From an optimization exercise on the open Yosys and OpenROAD flow, aimed at small area, a short achievable clock period and few clock cycles per item; shortcuts taken in it are not production practice. The RTL was checked by simulation tests, not by an equivalence proof against the original design. No activity file was given, so power comes from the tool's default toggle rates.

===== flow/constraint.sdc =====
create_clock -name core_clock -period 6.0 [get_ports {clk}]
set_input_delay 1.2000 -clock core_clock [delete_from_list [all_inputs] [get_ports {clk}]]
set_output_delay 1.2000 -clock core_clock [all_outputs]
set_load 0.01 [all_outputs]

===== flow/run.sh =====
#!/bin/bash
# synth_recipe.tcl (not shown) runs the flow's synth.tcl, then flattens the netlist and writes it again
# the make line also repeats each setting of config.mk as NAME=value (left out here)
make -C /OpenROAD-flow-scripts/flow DESIGN_CONFIG=/design/flow/config.mk WORK_HOME=/design/flow/orfs CLKGATE_MAP_FILE= SYNTH_SCRIPT=/design/flow/synth_recipe.tcl finish

===== flow/config.mk =====
export PLATFORM = sky130hd
export DESIGN_NAME = battleship
export DESIGN_NICKNAME = battleship
export VERILOG_FILES = /design/flow/design.v
export SDC_FILE = /design/flow/constraint.sdc
export NUM_CORES = 4
export LEC_CHECK = 0
export ABC_AREA = 1
export CAP_MARGIN = 20
export CORE_MARGIN = 2
export CORE_UTILIZATION = 40
export SETUP_SLACK_MARGIN = 3.5
export SLEW_MARGIN = 20

===== flow/design.v =====
`default_nettype none
package battleship_pkg;
    localparam int BOARD_SIZE  = 10;
    localparam int COORD_W     = 4;
    localparam int NUM_SHIPS   = 5;
    localparam int SHIP_IDX_W  = 3;
    localparam int SHIP_LEN_W  = 3;
    localparam int FLEET_CELLS = 17;
    localparam int HITS_W      = 5;
    localparam logic [NUM_SHIPS*SHIP_LEN_W-1:0] SHIP_LENGTHS =
        {3'd2, 3'd3, 3'd3, 3'd4, 3'd5};
    typedef enum logic [1:0] {
        CELL_EMPTY = 2'b00,
        CELL_MISS  = 2'b01,
        CELL_HIT   = 2'b10,
        CELL_SHIP  = 2'b11
    } cell_t;
    typedef enum logic [3:0] {
        RES_PLACED,
        RES_OFF_BOARD,
        RES_OVERLAP,
        RES_WRONG_PLAYER,
        RES_MISS,
        RES_HIT,
        RES_REPEAT,
        RES_WIN,
        RES_GAME_OVER
    } result_t;
endpackage
`default_nettype wire
`timescale 1ns/100ps
`default_nettype none
module battleship (
    input  logic                                clk,
    input  logic                                reset,
    input  logic                                cmd_valid,
    output logic                                cmd_ready,
    input  logic                                player,
    input  logic                                direction,
    input  logic [battleship_pkg::COORD_W-1:0]  row,
    input  logic [battleship_pkg::COORD_W-1:0]  col,
    output logic                                result_valid,
    output battleship_pkg::result_t             result,
    output logic                                game_over,
    output logic                                winner
);
    localparam int N = battleship_pkg::BOARD_SIZE;
    function automatic logic [3:0] span_of(input int i);
        case (i)
            0: span_of = 4'd4;
            1: span_of = 4'd3;
            2: span_of = 4'd2;
            3: span_of = 4'd2;
            default: span_of = 4'd1;
        endcase
    endfunction
    function automatic logic [3:0] addk(input logic [3:0] a, input logic [3:0] k);
        addk = 4'd0;
        for (int v = 0; v < 16; v++)
            if (a == 4'(v))
                addk = 4'(v) + k;
    endfunction
    function automatic logic ge4(input logic [3:0] x, input logic [3:0] t);
        logic [3:0] g, p;
        g = x & ~t;
        p = x | ~t;
        ge4 = g[3] | (p[3] & g[2]) | (p[3] & p[2] & g[1]) | (p[3] & p[2] & p[1] & p[0]);
    endfunction
    logic           place_phase;     
    logic           expected;        
    logic           act;             
    logic           game_over_q, winner_q, rv_q;
    logic           hit_p, hit_pb;   
    logic           f_go, f_wp, f_pl, f_off, f_a, f_b, f_last;
    logic [4:0]     idx;             
    logic [4:0]     hits0, hits1;    
    logic [N-1:0]   shot0 [0:N-1];   
    logic [N-1:0]   shot1 [0:N-1];
    logic [3:0]     sr0 [0:4];       
    logic [3:0]     sc0 [0:4];
    logic           sd0 [0:4];
    logic [3:0]     sr1 [0:4];
    logic [3:0]     sc1 [0:4];
    logic           sd1 [0:4];
    logic [3:0] lim;             
    logic       last;            
    logic [3:0] r0 [0:4];
    logic [3:0] c0 [0:4];
    logic [3:0] r1 [0:4];
    logic [3:0] c1 [0:4];
    logic [4:0] valid;
    always_comb
    begin
        lim = idx[0] ? 4'd5 : idx[1] ? 4'd6 : (idx[2] | idx[3]) ? 4'd7 : 4'd8;
        for (int i = 0; i < 5; i++)
            valid[i] = ~place_phase | ((idx >> (i + 1)) != 5'd0);
        last = act ? ((hits1 == 5'b11000) | ((hits1 == 5'b11100) & hit_p & hit_pb))
                   : ((hits0 == 5'b11000) | ((hits0 == 5'b11100) & hit_p & ~hit_pb));
        for (int i = 0; i < 5; i++)
        begin
            logic [3:0] er0, ec0, er1, ec1;
            er0   = sd0[i] ? sr0[i] : addk(sr0[i], span_of(i));
            ec0   = sd0[i] ? addk(sc0[i], span_of(i)) : sc0[i];
            er1   = sd1[i] ? sr1[i] : addk(sr1[i], span_of(i));
            ec1   = sd1[i] ? addk(sc1[i], span_of(i)) : sc1[i];
            r0[i] = act ? sr1[i] : sr0[i];
            c0[i] = act ? sc1[i] : sc0[i];
            r1[i] = act ? er1 : er0;
            c1[i] = act ? ec1 : ec0;
        end
    end
    logic [N-1:0] rsel, csel;
    logic         in_rng, fits;
    always_comb
        for (int i = 0; i < N; i++)
        begin
            rsel[i] = (row == 4'(i));
            csel[i] = (col == 4'(i));
        end
    assign in_rng = (row < 4'd10) && (col < 4'd10);
    assign fits   = in_rng && ge4(lim, direction ? col : row);
    logic [3:0] re, ce, rx, cx;
    always_comb
    begin
        rx = ({4{idx[0]}} & addk(row, 4)) | ({4{idx[1]}} & addk(row, 3)) |
             ({4{idx[2] | idx[3]}} & addk(row, 2)) | ({4{idx[4]}} & addk(row, 1)) |
             ({4{~|idx}} & row);
        cx = ({4{idx[0]}} & addk(col, 4)) | ({4{idx[1]}} & addk(col, 3)) |
             ({4{idx[2] | idx[3]}} & addk(col, 2)) | ({4{idx[4]}} & addk(col, 1)) |
             ({4{~|idx}} & col);
        re = direction ? row : rx;
        ce = direction ? cx : col;
    end
    logic probe, overlap, is_ship;
    always_comb
    begin
        probe = 1'b0;
        for (int i = 0; i < 5; i++)
            if (valid[i] && ge4(r1[i], row) && ge4(re, r0[i]) && ge4(c1[i], col) && ge4(ce, c0[i]))
                probe = 1'b1;
    end
    assign overlap = probe;
    assign is_ship = probe;
    logic         is_shot;
    logic [N-1:0] rv0, rv1;
    always_comb
    begin
        for (int i = 0; i < N; i++)
        begin
            rv0[i] = |(shot0[i] & csel);
            rv1[i] = |(shot1[i] & csel);
        end
        is_shot = act ? |(rv1 & rsel) : |(rv0 & rsel);
    end
    logic [3:0] res;
    logic       do_place, do_shot, do_hit, do_miss, do_win, shoot_ok;
    assign shoot_ok = ~place_phase & (player == expected);
    always_comb
    begin
        do_place = ~game_over_q & (player == expected) & place_phase & fits & ~overlap;
        do_shot  = ~game_over_q & (player == expected) & ~place_phase & in_rng;
        do_miss  = do_shot & ~is_shot & ~is_ship;
        do_hit   = do_shot & ~is_shot & is_ship;
        do_win   = do_hit & last;
    end
    assign expected = act ^ ~place_phase;
    logic accept;
    assign accept = cmd_valid;   
    always_ff @(posedge clk)
    begin
        if (reset)
        begin
            place_phase <= 1'b1;
            act         <= 1'b0;
            game_over_q <= 1'b0;
            rv_q        <= 1'b0;
            idx         <= 5'b00001;
            hits0       <= 5'b00001;
            hits1       <= 5'b00001;
            hit_p       <= 1'b0;
        end
        else
        begin
            rv_q  <= accept;
            hit_p <= accept & do_hit;
            if (hit_p)
            begin
                if (hit_pb)
                    hits1 <= {hits1[3:0], hits1[4] ^ hits1[2]};
                else
                    hits0 <= {hits0[3:0], hits0[4] ^ hits0[2]};
            end
            if (accept)
            begin
                if (do_place)
                begin
                    if (idx[4])
                    begin
                        act <= 1'b1;
                        if (expected)
                        begin
                            place_phase <= 1'b0;
                            idx         <= 5'b00000;
                        end
                        else
                        begin
                            idx   <= 5'b00001;
                        end
                    end
                    else
                    begin
                        idx   <= {idx[3:0], 1'b0};
                    end
                end
                if (do_miss)
                begin
                    act      <= ~act;
                end
                if (do_win)
                    game_over_q <= 1'b1;
            end
        end
    end
    always_ff @(posedge clk)
    begin
        hit_pb <= act;
        if (!game_over_q)
            winner_q <= expected;
        f_go   <= game_over_q;
        f_wp   <= player != expected;
        f_pl   <= place_phase;
        f_off  <= place_phase ? ~fits : ~in_rng;
        f_a    <= place_phase ? overlap : is_shot;
        f_b    <= is_ship;
        f_last <= last;
    end
    always_comb
        if (f_go)
            res = battleship_pkg::RES_GAME_OVER;
        else if (f_wp)
            res = battleship_pkg::RES_WRONG_PLAYER;
        else if (f_off)
            res = battleship_pkg::RES_OFF_BOARD;
        else if (f_pl)
            res = f_a ? battleship_pkg::RES_OVERLAP : battleship_pkg::RES_PLACED;
        else if (f_a)
            res = battleship_pkg::RES_REPEAT;
        else if (!f_b)
            res = battleship_pkg::RES_MISS;
        else
            res = f_last ? battleship_pkg::RES_WIN : battleship_pkg::RES_HIT;
    always_ff @(posedge clk)
    begin
        for (int i = 0; i < N; i++)
            for (int j = 0; j < N; j++)
            begin
                if (reset)
                begin
                    shot0[i][j] <= 1'b0;
                    shot1[i][j] <= 1'b0;
                end
                else if (accept && shoot_ok && rsel[i] && csel[j])
                begin
                    if (act)
                        shot1[i][j] <= 1'b1;
                    else
                        shot0[i][j] <= 1'b1;
                end
            end
    end
    always_ff @(posedge clk)
    begin
        for (int i = 0; i < 5; i++)
            if (idx[i])
            begin
                if (expected)
                begin
                    sr1[i] <= row;
                    sc1[i] <= col;
                    sd1[i] <= direction;
                end
                else
                begin
                    sr0[i] <= row;
                    sc0[i] <= col;
                    sd0[i] <= direction;
                end
            end
    end
    assign cmd_ready    = 1'b1;
    assign result_valid = rv_q;
    assign result       = battleship_pkg::result_t'(res);
    assign game_over    = game_over_q;
    assign winner       = winner_q & game_over_q;
endmodule
`default_nettype wire

==> impl_metrics.ini, run 1 <==
[clocking]
clk_latency_ns = 0.53
htreeDepth = 2
cts_num_sinks = 319
clk_pin_slew_worst_paths_ns = 0.06
cts-root-buf = clkbuf_16
clock_path_buffers = 3
cts_tree = built
cts-buffers-inserted = 36

[final_layout]
syn_to_final_growth_pct = 21.6
drive_gt1_share_pct = 15.4
n_fill_cell = 3783
num_antenna_cells = 0
nets = 2273
regArea_mm2 = 0.00731
final_core_util_pct = 49.2
multiInputGateArea_mm2 = 0.00754

[pwr]
max-vdd-ir-drop_uv = 187
leakagePower_nw = 7.44
power_density_mw_per_mm2 = 244

[die]
start_util_pct = 40.4
die-area_mm2 = 0.0416
core_mm2 = 0.0395
rows = 73
io_pins = 21
die_h_um = 204
die_w_um = 204

[sta]
slew_headroom_pct = 32.4
setup_viol = 0
fmax_mhz = 344
fin_tns_setup_ns = 0
worst_pin_slew_ns = 1.01
hold_viol = 0
fin_crit_ns = 2.91
worst_slack_ns = 3.09
period_share_pct = 48.5
rsz0062_at_grt = yes
finClkSkew_ns = 0.0258
slew_violations = 0

[setup_path]
crit_path_end_kind = flip-flop
critical_path_class = in2reg
start_kind = primary input
cp_data_arrival_time_ns = 3.34
worstPathRequired_ns = 6.43
crit_fanout = 6

[drt]
wire_per_inst_um = 19.1
via_per_inst = 5.57
drcViolationCount = 0
firstDrtPassIters = 6
antenna_left = 0
drt_iter0_drc = 1789
via_count = 15700
routed_wl_um = 53700

[logic_synthesis]
syn_nets = 2223
ys_ff_latch = 319
syn_avg_cell_area_um2 = 7.23
synth_edf_count = 91
synth.distinct_cells = 44
syn_area_mm2 = 0.0160
ys.warnings.count = 13
postSynth.asyncResetShare_pct = 0
synth_top_flop_cell = dfxtp_1
synth_cells = 2210
yosysSeqAreaShare_pct = 45.6

[global_route]
gr-total-overflow = 0
grt_use_total_pct = 24.6
antenna_found_initial = 0
grt_max_degree = 103
grt_pass1_vias = 14200
grt_pass1_wl_um = 80600

[placed_design]
dp_slack_ns = 1.06
gp_congestion = 0.891
hpwlAfterDp_um = 31900
port_buffers = 19

[outcome]
status = complete, no violations

[run]
timing.max_cap.violations = 0

[hold_path]
hold_path_class = reg2reg
[worst max-delay path, stage by stage]
cell,delay (ns)
buf_12,0.12
inv_4,0.10
nor2_4,0.10
buf_4,0.18
nand2_8,0.10
buf_12,0.12
o22ai_2,0.07
nor2_2,0.16
nand4_1,0.12
nand2_1,0.07
nand2_1,0.06
nor2_1,0.10
nand3b_1,0.23
a21oi_4,0.27
nand3_2,0.10
a21oi_1,0.15
nor2_1,0.05
[stage by stage]
stage / hold slack, ns / area [um^2] / instances / power (W)
after global routing: 0.422 / 19400 / 2808 / 0.00488
after floorplan: 0.351 / 16100 / 2210 / 0.00246
after detailed placement: 0.420 / 16500 / 2649 / 0.00254
final: 0.402 / 19400 / 2808 / 0.00475
after global placement: 0.420 / 16500 / 2649 / 0.00254
after CTS: 0.401 / 18800 / 2775 / 0.00473
[cell families (layout without fill, tap and decap cells)]
kind of cell	Yosys count	in the layout	synth area share, %
other cells	1	1	0.0235
simple gates	998	1006	27.8
compound gates	424	424	14.3
flops	319	319	45.6
buf+inv	465	530	12.1
xor+xnor	3	3	0.164
[cells in the final DEF (no fill, tap or decap), drive strengths merged]
cell           count
nand4             16
inv              317
and3               1
o22ai             98
nor3b              1
clkinv             3
o21ai             88
nand3b            14
dlygate4sd2        3
nand2            451
dlymetal6s2s       2
nand3            352
o21bai             1
buf              129
clkinvlp          12
bufbuf             1
a31oi              7
clkbuf            62
a21boi             1
edfxtp            91
or2                7
a21oi            225
xnor2              3
conb               1
nor3              12
a21o               2
dfxtp            228
o211ai             2
nor4               1
clkdlybuf4s15      1
nor2             151
[power breakdown]
group	internal (W)	switching (W)	total, W
registers	0.00222	0.00000798	0.00223
clock network	0.00124	0.000889	0.00213
logic	0.000123	0.000258	0.000381
total	0.00359	0.00116	0.00475
[cell usage after synthesis, drive strengths merged (7+ instances only)]
master / number / area share (%)
a21oi: 225 / 7.1
a31oi: 7 / 0.27
buf: 75 / 2.9
clkbuf: 62 / 1.5
dfxtp: 228 / 29
edfxtp: 91 / 17
inv: 326 / 7.7
nand2: 443 / 11
nand3: 352 / 11
nand3b: 14 / 0.66
nand4: 16 / 0.63
nor2: 151 / 3.8
nor3: 12 / 0.45
o21ai: 88 / 2.9
o22ai: 98 / 3.8
or2: 7 / 0.27
[final timing paths]
path               start  endpoint  slack [ns]  cells after the start
max               col[2]       act        3.09                     17
min          game_over_q      f_go        0.40                      0
max reg2reg       idx[1]       f_a        3.27                     18
min reg2reg  game_over_q      f_go        0.40                      0
[repair_timing]
| action | in CTS | in global routing |
|---|---|---|
| cloned | 9 | 10 |
| gates resized for setup | 213 | 96 |
| pin swaps | 56 | 57 |
| buffers inserted | 56 | 22 |
| setup endpoints to repair | 273 | 259 |
| hold buffers | 0 | 0 |
[cell type report]
class,instances,share of cell area (%)
clock buffers,57,5.60
clock inverters,4,0.199
inverters,328,6.83
multi-input cells,1434,38.8
flip-flops and latches,319,37.6
well taps,525,3.38
repair buffers,141,7.62
[state kept, by name, summed over array words and instances, names as in the netlist, 5 cells and up]
| register | count |
|---|---|
| shot0 | 100 |
| sr0 | 20 |
| shot1 | 100 |
| hits0 | 5 |
| hits1 | 5 |
| sr1 | 20 |
| sd0 | 5 |
| sd1 | 5 |
| sc0 | 20 |
| idx | 5 |
| sc1 | 20 |
[metal layers]
layer / GRT usage, % / vias up / part of all wire [%]
li1: - / 7403 / -
met1: 35.0 / 7374 / 43
met2: 38.6 / 761 / 45
met3: 3.33 / 113 / 9.1
met4: 7.61 / 0 / 2.8
met5: 0 / - / 0
Testbench counts, summed over its fixed seeds: cycles 2,309, commands 2,269.
==> run 2: changes to the inputs <==
--- a/flow/config.mk
+++ b/flow/config.mk
@@ -10,3 +10,3 @@
 export CORE_MARGIN = 2
-export CORE_UTILIZATION = 40
+export CORE_UTILIZATION = 55
 export SETUP_SLACK_MARGIN = 3.5
==> run 2 against run 1 <==
First-iteration DRC count fell by 5.0%; area after synthesis did not move; clock-buffer cell count fell by 5; sequential cell count did not move; cell area rose by 1.3%; via count rose by 1.6%; combinational power rose by 9.2%; die area fell by 27%; still clean; critical endpoint unchanged; critical path depth did not move; clock skew fell by 0.011 ns; hold slack improved by 0.0016 ns; core utilization rose by 19 points.
==> impl_metrics.ini, run 2 <==
[logic_synthesis]
synth_cells = 2210
yosysTopAreaCell = dfxtp_1
syn_avg_cell_area_um2 = 7.23
synth_commonest_cells = 422 x nand2_1, 350 x nand3_1, 315 x inv_1
ys.warnings.count = 13
synth_top_flop_cell = dfxtp_1
ys_ff_latch = 319
syn_nets = 2223
yosysSeqAreaShare_pct = 45.6
synth.distinct_cells = 44
yosysMostFrequentCell = nand2_1
postSynth.asyncResetShare_pct = 0
synthTopCellsByArea = dfxtp_1 29%, edfxtp_1 17%, nand3_1 11%, nand2_1 9.9%, inv_1 7.4%
synth_edf_count = 91
synth_top_area_share_pct = 28.5
syn_area_mm2 = 0.0160

[clocking]
cts_tree = built
clk_latency_ns = 0.53
cts_hold_buffers = 0
htreeDepth = 2
cts_num_sinks = 319
clk_pin_slew_worst_paths_ns = 0.06
clock_path_buffers = 3
cts-buffers-inserted = 35
cts-root-buf = clkbuf_16

[hold_path]
hp-start = game_over_q
hold_depth = 0
hold_path_class = reg2reg
min_to = f_go

[sta]
setup_viol = 0
rsz0062_at_grt = yes
slew_headroom_pct = 24.5
worst_slack_ns = 3.04
slew_violations = 0
fin_crit_ns = 2.96
hold_viol = 0
finClkSkew_ns = 0.0151
fin_tns_setup_ns = 0
whs_ns = 0.404
period_share_pct = 49.4
fmax_mhz = 338
worst_pin_slew_ns = 1.13

[die]
die_w_um = 175
rows = 62
die-area_mm2 = 0.0305
die_h_um = 175
start_util_pct = 55.7
core_mm2 = 0.0287
io_pins = 21

[final_layout]
syn_to_final_growth_pct = 23.2
multiInputGateArea_mm2 = 0.00773
drive_gt1_share_pct = 17.0
biggestRegsByFlops = shot0 x100, shot1 x100
final_common_cell = nand2_1
regArea_mm2 = 0.00730
most-common-layout-cells = 385 x nand2_1, 330 x nand3_1, 299 x inv_1
num_antenna_cells = 0
stdcell_count = 2684
n_fill_cell = 2381
nets = 2291

[outcome]
status = complete, no violations

[global_route]
grt_max_degree = 105
grt_use_total_pct = 34.3
grt_pass1_vias = 14600
grt_pass1_wl_um = 81900
antenna_found_initial = 0
gr-total-overflow = 0

[drt]
wire_per_inst_um = 20.5
via_count = 15900
firstDrtPassIters = 5
via_per_inst = 5.92
routed_wl_um = 54900
antenna_left = 0
drt_iter0_drc = 1700
drcViolationCount = 0

[setup_path]
r2r_slack_ns = 3.13
r2r_end = idx[3]
crit_path_end_kind = flip-flop
rr_worst_depth = 20
critical_path_class = in2reg
cp_data_arrival_time_ns = 3.39
crit_fanout = 6
worstPathRequired_ns = 6.43
start_kind = primary input
r2r-start = idx[4]

[pwr]
max-vdd-ir-drop_uv = 218
leakagePower_nw = 7.58
power_density_mw_per_mm2 = 240

[placed_design]
place_inst = 2505
gp_congestion = 0.914
port_buffers = 19
dp_slack_ns = 1.13
hpwlAfterDp_um = 30800

[run]
timing.max_cap.violations = 0
==> run 2: changes by cell type in the layout (fill, tap and decap cells not counted), moves of 4 or more <==
cell / delta
nand3_1: -7
buf_12: +4
buf_6: +10
o22ai_1: -11
o22ai_2: +10
nand2_1: -5
nand3_2: +8
clkbuf_8: -7
==> run 2: final cells by class <==
| cell class | instances | share of cell area, % |
|---|---|---|
| sequential | 319 | 37.1 |
| inverter | 328 | 6.93 |
| tap | 384 | 2.44 |
| timing repair inverter | 2 | 0.0953 |
| timing repair buffer | 155 | 8.71 |
| clock buffer | 52 | 4.97 |
| multi-input combinational | 1437 | 39.3 |
| clock inverter | 7 | 0.527 |
==> run 2: kinds of logic after synthesis <==
logic type / count (synthesis) / share of synthesized area, %
other: 1 / 0.0235
AOI/OAI and AO/OA: 424 / 14.3
buffers and inverters: 465 / 12.1
xor gates and xnor gates: 3 / 0.164
and+or+nand+nor: 998 / 27.8
DFF: 319 / 45.6
==> run 2: how the worst max path moves through the flow <==
stage,startpoint,endpoint,slack (ns)
after floorplan,col[2],place_phase,3.06
after global placement,col[0],act,1.18
after detailed placement,col[0],act,1.13
after CTS,col[1],place_phase,3.13
after global routing,row[1],place_phase,2.91
final,col[3],act,3.04
==> run 2: per-stage QoR <==
step	instance area [um^2]	power, W	util (%)
after floorplan	16100	0.00246	-
after global placement	16300	0.00254	56.7
after detailed placement	16300	0.00254	56.7
after CTS	19100	0.00470	66.5
after global routing	19700	0.00485	68.6
final	19700	0.00473	68.6
==> run 2: report_power, final <==
part / internal (W) / switching [W] / leakage, nW / total (W)
logic: 0.000145 / 0.000271 / 4.39 / 0.000416
clock network: 0.00118 / 0.000896 / 0.524 / 0.00208
registers: 0.00222 / 0.00000824 / 2.67 / 0.00223
total: 0.00355 / 0.00118 / 7.58 / 0.00473
==> run 2: timing repair <==
action	CTS	global route
pin swaps	69	59
setup endpoints to repair	309	250
buffers inserted	72	20
resized for setup	267	107
gates cloned	16	12
==> run 2: layer usage <==
metal | global-route usage (%) | share of wire [%] | vias to the layer above
li1 | - | - | 7438
met1 | 44.3 | 40 | 7478
met2 | 55.8 | 47 | 780
met3 | 5.42 | 7.9 | 199
met4 | 17.7 | 5.5 | 0
met5 | 0 | 0 | -
==> run 2: worst max-delay path: stages <==
cell and delay (ns):
buf_6 0.08, buf_12 0.13, nor2_4 0.05, buf_12 0.15, buf_12 0.15, nand2_8 0.13, o22ai_1 0.10, nor2_1 0.12
nand2_1 0.07, o21ai_2 0.14, nand2_1 0.08, nor2_2 0.12, nand3b_1 0.22, a21oi_4 0.30, nand3_2 0.13, a21oi_2 0.15
nor2_1 0.05
==> run 3: changes to the inputs <==
--- a/flow/config.mk
+++ b/flow/config.mk
@@ -10,3 +10,4 @@
 export CORE_MARGIN = 2
-export CORE_UTILIZATION = 55
+export CORE_UTILIZATION = 40
+export PLACE_DENSITY = 0.75
 export SETUP_SLACK_MARGIN = 3.5
==> run 3 against run 2 <==
Still clean on timing, DRC and antenna; cell area is 2.4% lower; hold slack worse by 0.021 ns; worst setup slack better by 0.0024 ns; global-route usage is 9.7 points lower; clock-buffer cell count stayed put.
==> impl_metrics.ini, run 3 <==
[clocking]
cts_tree = built
cts-buffers-inserted = 35
clk_pin_slew_worst_paths_ns = 0.06
clock_path_buffers = 3
clk_latency_ns = 0.53
cts_hold_buffers = 0
htreeDepth = 2
cts-root-buf = clkbuf_16
cts_num_sinks = 319

[final_layout]
drive_gt1_share_pct = 14.0
most-common-layout-cells = 395 x nand2_1, 333 x nand3_1, 300 x inv_1
nets = 2245
stdcell_count = 2783
n_fill_cell = 3627
final_core_util_pct = 48.6
num_antenna_cells = 0
biggestRegsByFlops = shot0 x100, shot1 x100
final_common_cell = nand2_1
syn_to_final_growth_pct = 20.3

[run]
timing.max_cap.violations = 0

[sta]
period_share_pct = 49.3
fin_crit_ns = 2.96
rsz0062_at_grt = yes
fin_tns_setup_ns = 0
finClkSkew_ns = 0.0164
worst_pin_slew_ns = 0.978
fmax_mhz = 338
slew_headroom_pct = 34.5
setup_viol = 0
hold_viol = 0
slew_violations = 0

[logic_synthesis]
yosysSeqAreaShare_pct = 45.6
yosysMostFrequentCell = nand2_1
synth_commonest_cells = 422 x nand2_1, 350 x nand3_1, 315 x inv_1
synth.distinct_cells = 44
synth_top_flop_cell = dfxtp_1
syn_nets = 2223
ys.warnings.count = 13
synth_top_area_share_pct = 28.5
synth_edf_count = 91
ys_ff_latch = 319
synth_cells = 2210
syn_avg_cell_area_um2 = 7.23
syn_area_mm2 = 0.0160
postSynth.asyncResetShare_pct = 0
synthTopCellsByArea = dfxtp_1 29%, edfxtp_1 17%, nand3_1 11%, nand2_1 9.9%, inv_1 7.4%
yosysTopAreaCell = dfxtp_1

[setup_path]
crit_chain = bufbuf_16 > buf_4 > a21oi_1 > nand2_1 > nand2_2 > o21ai_4 > nand2_4 > nand2_2 > nand2_2 > nand2_1 > inv_1 > nand2_1 > nand3_2 > nor2_4 > inv_4 > nor2_8 > nand2_4 > nand2_1 > nand2_1 > nor2_1
cp_top_family = simple AND/OR/NAND/NOR gates
critPathSlowestCell = o21ai_4
crit_fanout = 8
cp_data_arrival_time_ns = 3.40
critical_path_class = in2reg
r2r_slack_ns = 3.15
worstPathRequired_ns = 6.44
crit_path_end_kind = flip-flop
critPathMaxStageDelay_ns = 0.28
r2r-start = idx[4]
start_kind = primary input
r2r_end = idx[1]
rr_worst_depth = 19
cp_common_cell = nand2_1
cp_num_buf_inv = 4

[global_route]
grt_pass1_wl_um = 81600
grt_use_total_pct = 24.6
gr-total-overflow = 0
busiest_layer = met2
grt_util_met1_pct = 31.8
antenna_found_initial = 0
use_met2_pct = 39.2
grt_max_degree = 147
grt_pass1_vias = 15000
use_met3_pct = 5.20

[outcome]
status = complete, no violations

[pwr]
power_frac_clock_pct = 44.8
leakagePower_nw = 7.38
switching_share_pct = 24.2
intPower_w = 0.00359
pwr-share-seq_pct = 47.2
comb_power_share_pct = 8.0
switchingPower_w = 0.00115
power_density_mw_per_mm2 = 246
max-vdd-ir-drop_uv = 149

[hold_path]
hold_path_class = reg2reg
min_to = f_go
hp-start = game_over_q
hold_depth = 0

[die]
die_w_um = 204
start_util_pct = 40.4
core_mm2 = 0.0395
die_h_um = 204
io_pins = 21
rows = 73
die-area_mm2 = 0.0416

[placed_design]
port_buffers = 19
place_inst = 2643
hpwlAfterDp_um = 30500
gp_congestion = 0.950

[drt]
wire_per_inst_um = 18.7
drcViolationCount = 0
firstDrtPassIters = 6
routed_wl_um = 52100
antenna_left = 0
drt_iter0_drc = 2108
via_per_inst = 5.74
via_count = 16000
-- run 3: cell counts after synthesis --
No cell type changed its count.
-- run 3: power groups by stage --
| stage | sequential, W | clock (W) | combinational, W |
|---|---|---|---|
| after global routing | 0.00223 | 0.00222 | 0.000400 |
| after global placement | 0.00228 | 0 | 0.000255 |
| after CTS | 0.00223 | 0.00213 | 0.000354 |
| after detailed placement | 0.00228 | 0 | 0.000259 |
| after floorplan | 0.00228 | 0 | 0.000178 |
| final | 0.00223 | 0.00212 | 0.000380 |
-- run 3: cell families after synthesis --
kind of cell | synth area share (%)
AND/OR/NAND/NOR | 27.8
buffers and inverters | 12.1
AO/OA/AOI/OAI | 14.3
flip-flops | 45.6
XOR/XNOR | 0.164
other | 0.0235
-- run 3: final cells by class --
type	instances	area (um^2)	area share [%]
multi-input combinational	1436	7450	38.8
sequential	319	7310	38.0
timing repair buffer	112	1340	6.97
inverter	328	1340	6.94
clock buffer	52	1030	5.36
tap	525	657	3.42
clock inverter	11	103	0.534
-- run 3: timing repair --
item,4_1_cts,5_1_grt
resized for setup,262,29
pin swaps,54,25
gates cloned,17,1
setup endpoints to repair,265,241
buffers inserted,53,6
-- run 3: worst max path at each step --
| stage | startpoint | endpoint | slack (ns) | cells past startpoint |
|---|---|---|---|---|
| after floorplan | col[2] | place_phase | 3.06 | 20 |
| after global placement | col[2] | act | 1.22 | 15 |
| after detailed placement | col[2] | act | 1.20 | 15 |
| after CTS | col[1] | idx[2] | 3.20 | 22 |
| after global routing | col[2] | idx[1] | 3.00 | 17 |
| final | col[2] | idx[1] | 3.04 | 20 |
-- run 3: worst reg2reg max path, stage by stage, from the launching register on --
cell and delay (ns):
dfxtp_1 0.69, nor2_1 0.20, nand2_2 0.13, nand3_1 0.07, nand2_1 0.19, nand2_4 0.12, or2_1 0.24, nand2_1 0.07
nand2_2 0.07, nand2_1 0.07, inv_1 0.04, nand2_1 0.06, nand3_2 0.09, nor2_4 0.19, inv_4 0.07, nor2_8 0.17
nand2_4 0.08, nand2_1 0.06, nand2_1 0.08, nor2_1 0.09
-- run 3: through the flow --
| step | power (W) | setup WS (ns) | cell area, um^2 | hold WS [ns] |
|---|---|---|---|---|
| after floorplan | 0.00246 | 3.06 | 16100 | 0.351 |
| after global placement | 0.00253 | 1.22 | 16400 | 0.419 |
| after detailed placement | 0.00254 | 1.20 | 16500 | 0.418 |
| after CTS | 0.00472 | 3.20 | 19100 | 0.390 |
| after global routing | 0.00485 | 3.00 | 19200 | 0.391 |
| final | 0.00473 | 3.04 | 19200 | 0.383 |
-- run 3: layer usage --
metal  routed length [um]  share of wire, %  up-vias
li1                     -                 -     7347
met1                20600                39     7447
met2                23500                45      980
met3                 5500                11      201
met4                 2450               4.7        0
met5                    0                 0        -
==> run 4: changes to the inputs <==
--- a/flow/config.mk
+++ b/flow/config.mk
@@ -11,4 +11,3 @@
 export CORE_UTILIZATION = 40
-export PLACE_DENSITY = 0.75
-export SETUP_SLACK_MARGIN = 3.5
+export SETUP_SLACK_MARGIN = 3.3
 export SLEW_MARGIN = 20
==> run 4 against run 3 <==
Synthesized cell count is the same; worst setup slack lost 0.00093 ns; total power rose by 0.40%; register-to-register slack is essentially flat; maximum frequency hardly changed; critical path depth fell by 4; critical endpoint is now game_over_q; die area stayed put; via count down 2.9%; cell count is 0.61% higher; highest routed layer unchanged.
==> impl_metrics.ini, run 4 <==
[die]
rows = 73
die-area_mm2 = 0.0416
start_util_pct = 40.4
io_pins = 21
core_mm2 = 0.0395
die_h_um = 204
die_w_um = 204

[setup_path]
start_kind = primary input
cp_data_arrival_time_ns = 3.42
r2r_slack_ns = 3.16
rr_worst_depth = 16
crit_fanout = 8
crit_path_end_kind = flip-flop
worstPathRequired_ns = 6.46
critical_path_class = in2reg

[logic_synthesis]
synth_edf_count = 91
ys.warnings.count = 13
syn_avg_cell_area_um2 = 7.23
synthSimpleGateAreaFrac_pct = 27.8
ys_ff_latch = 319
postSynth.asyncResetShare_pct = 0
synth_top_flop_cell = dfxtp_1
yosysSeqAreaShare_pct = 45.6
yosysMostFrequentCell = nand2_1
synth_commonest_cells = 422 x nand2_1, 350 x nand3_1, 315 x inv_1
yosys.area_share.adder_pct = 0
yosysTopAreaCell = dfxtp_1
synthMuxAreaShare_pct = 0
syn_area_mm2 = 0.0160
synthTopCellsByArea = dfxtp_1 29%, edfxtp_1 17%, nand3_1 11%, nand2_1 9.9%, inv_1 7.4%
synth_top_area_share_pct = 28.5
synth_compound_area_share_pct = 14.3
yosys.area_share.xor_xnor_pct = 0.164
synth.distinct_cells = 44
synth_top_family_by_area = simple AND/OR/NAND/NOR gates
syn_nets = 2223
synth_cells = 2210

[final_layout]
nets = 2265
most-common-layout-cells = 389 x nand2_1, 335 x nand3_1, 308 x inv_1
multiInputGateArea_mm2 = 0.00755
regArea_mm2 = 0.00730
final_common_cell = nand2_1
biggestRegsByFlops = shot0 x100, shot1 x100
n_fill_cell = 3797
num_antenna_cells = 0
drive_gt1_share_pct = 14.9
syn_to_final_growth_pct = 21.7

[sta]
hold_viol = 0
fin_crit_ns = 2.96
whs_ns = 0.401
fmax_mhz = 338
slew_violations = 0
setup_viol = 0
fin_tns_setup_ns = 0
rsz0062_at_grt = yes
finClkSkew_ns = 0.0257
worst_slack_ns = 3.04
period_share_pct = 49.3
worst_pin_slew_ns = 0.975
slew_headroom_pct = 34.7

[clocking]
clk_latency_ns = 0.53
cts-root-buf = clkbuf_16
cts_tree = built
htreeDepth = 2
cts_num_sinks = 319
clk_pin_slew_worst_paths_ns = 0.06
clock_path_buffers = 3
cts-buffers-inserted = 36

[run]
timing.max_cap.violations = 0

[global_route]
grt_pass1_wl_um = 81200
grt_max_degree = 103
gr-total-overflow = 0
grt_use_total_pct = 24.9
antenna_found_initial = 0
grt_pass1_vias = 14400

[pwr]
leakagePower_nw = 7.46
power_density_mw_per_mm2 = 244
finalPower_w = 0.00475
max-vdd-ir-drop_uv = 187

[drt]
drt_iter0_drc = 1808
via_count = 15500
via_per_inst = 5.54
wire_per_inst_um = 18.8
drcViolationCount = 0
routed_wl_um = 52800
antenna_left = 0
firstDrtPassIters = 6

[outcome]
status = complete, no violations

[placed_design]
dp_slack_ns = 1.06
gp_congestion = 0.891
hpwlAfterDp_um = 31900
port_buffers = 19

[hold_path]
hold_path_class = reg2reg
hold_depth = 0
[run 4: kinds of logic after synthesis]
kind of cell / after synthesis
simple gates: 998
buf+inv: 465
compound gates: 424
flops: 319
xor+xnor: 3
other cells: 1
[run 4: area by class of cell]
cell class | count | area share [%]
sequential | 319 | 37.5
inverter | 328 | 6.71
timing repair buffer | 133 | 7.75
clock buffer | 57 | 5.60
clock inverter | 4 | 0.199
tap | 525 | 3.38
multi-input combinational | 1434 | 38.8
[run 4: worst paths after layout]
check / end / startpoint
min: f_go / game_over_q
max reg2reg: f_a / act
min reg2reg: f_go / game_over_q
max: game_over_q / col[0]
[run 4: critical path: stages]
cell	delay, ns
buf_16	0.13
buf_8	0.12
nor2_4	0.04
buf_12	0.14
buf_8	0.14
nand2_8	0.09
o22ai_1	0.08
nor2_1	0.19
nand2_1	0.09
o21ai_2	0.13
nand3_1	0.10
nand3b_1	0.31
a21oi_2	0.28
buf_4	0.14
nand4_1	0.07
a21oi_1	0.13
[run 4: per-stage QoR]
step | instances | area (um^2) | utilization (%)
2_1_floorplan | 2210 | 16100 | -
3_3_place_gp | 2649 | 16500 | 41.7
3_5_place_dp | 2649 | 16500 | 41.7
4_1_cts | 2786 | 19100 | 48.3
5_1_grt | 2800 | 19500 | 49.2
6_report | 2800 | 19500 | 49.2
[run 4: what timing repair did]
item	CTS	global route
pin swaps	80	50
gates resized for setup	239	54
setup buffers	63	11
cloned	13	2
endpoints found under the setup margin	217	85
hold buffers	0	0
endpoints found under the hold margin	0	0
[run 4: where the power goes]
part,total [W],switching [W],internal (W)
registers,0.00223,0.00000800,0.00222
clock network,0.00213,0.000888,0.00124
logic,0.000389,0.000258,0.000131
[run 4: layer usage]
metal  global-route usage [%]  part of all wire, %  vias up
met4                     10.1                  3.5        0
met5                        0                    0        -
li1                         -                    -     7386
met2                     38.5                   44      700
met1                     34.6                   43     7313
met3                     4.30                  8.9      114

[port drivers added, routing unchanged]
In the flow no input, the clock included, has a driving cell. The finished layouts below were timed again as built, in two steps. Step 1 sets driving cells, clkbuf_16 on the clock port and buf_2 on the other inputs (assumed; they add their load-dependent delay and slew). Step 2, shift: input delay + t, output delay - t, t = (earliest + latest rising clock arrival at the registers) / 2. This alone moves slack from input paths to output paths. Three values: no drivers, after step 1, after step 2; two values: the first two.
run	t (ns)	slack for setup (ns)	worst hold slack (ns)	pins driven straight from the clock port
run 1	0.585	3.090 / 3.083 / 2.498	0.402 / 0.402 / 0.402	1
run 2	0.586	3.039 / 3.025 / 2.439	0.404 / 0.404 / 0.404	1
run 3	0.571	3.041 / 2.899 / 2.328	0.383 / 0.383 / 0.383	1
run 4	0.583	3.040 / 3.008 / 2.426	0.401 / 0.401 / 0.401	1
After both steps setup and hold are still met in every run listed. For run 3, which loses most, drivers alone change the setup slack by -0.142 ns; drivers and shift together by -0.713 ns.
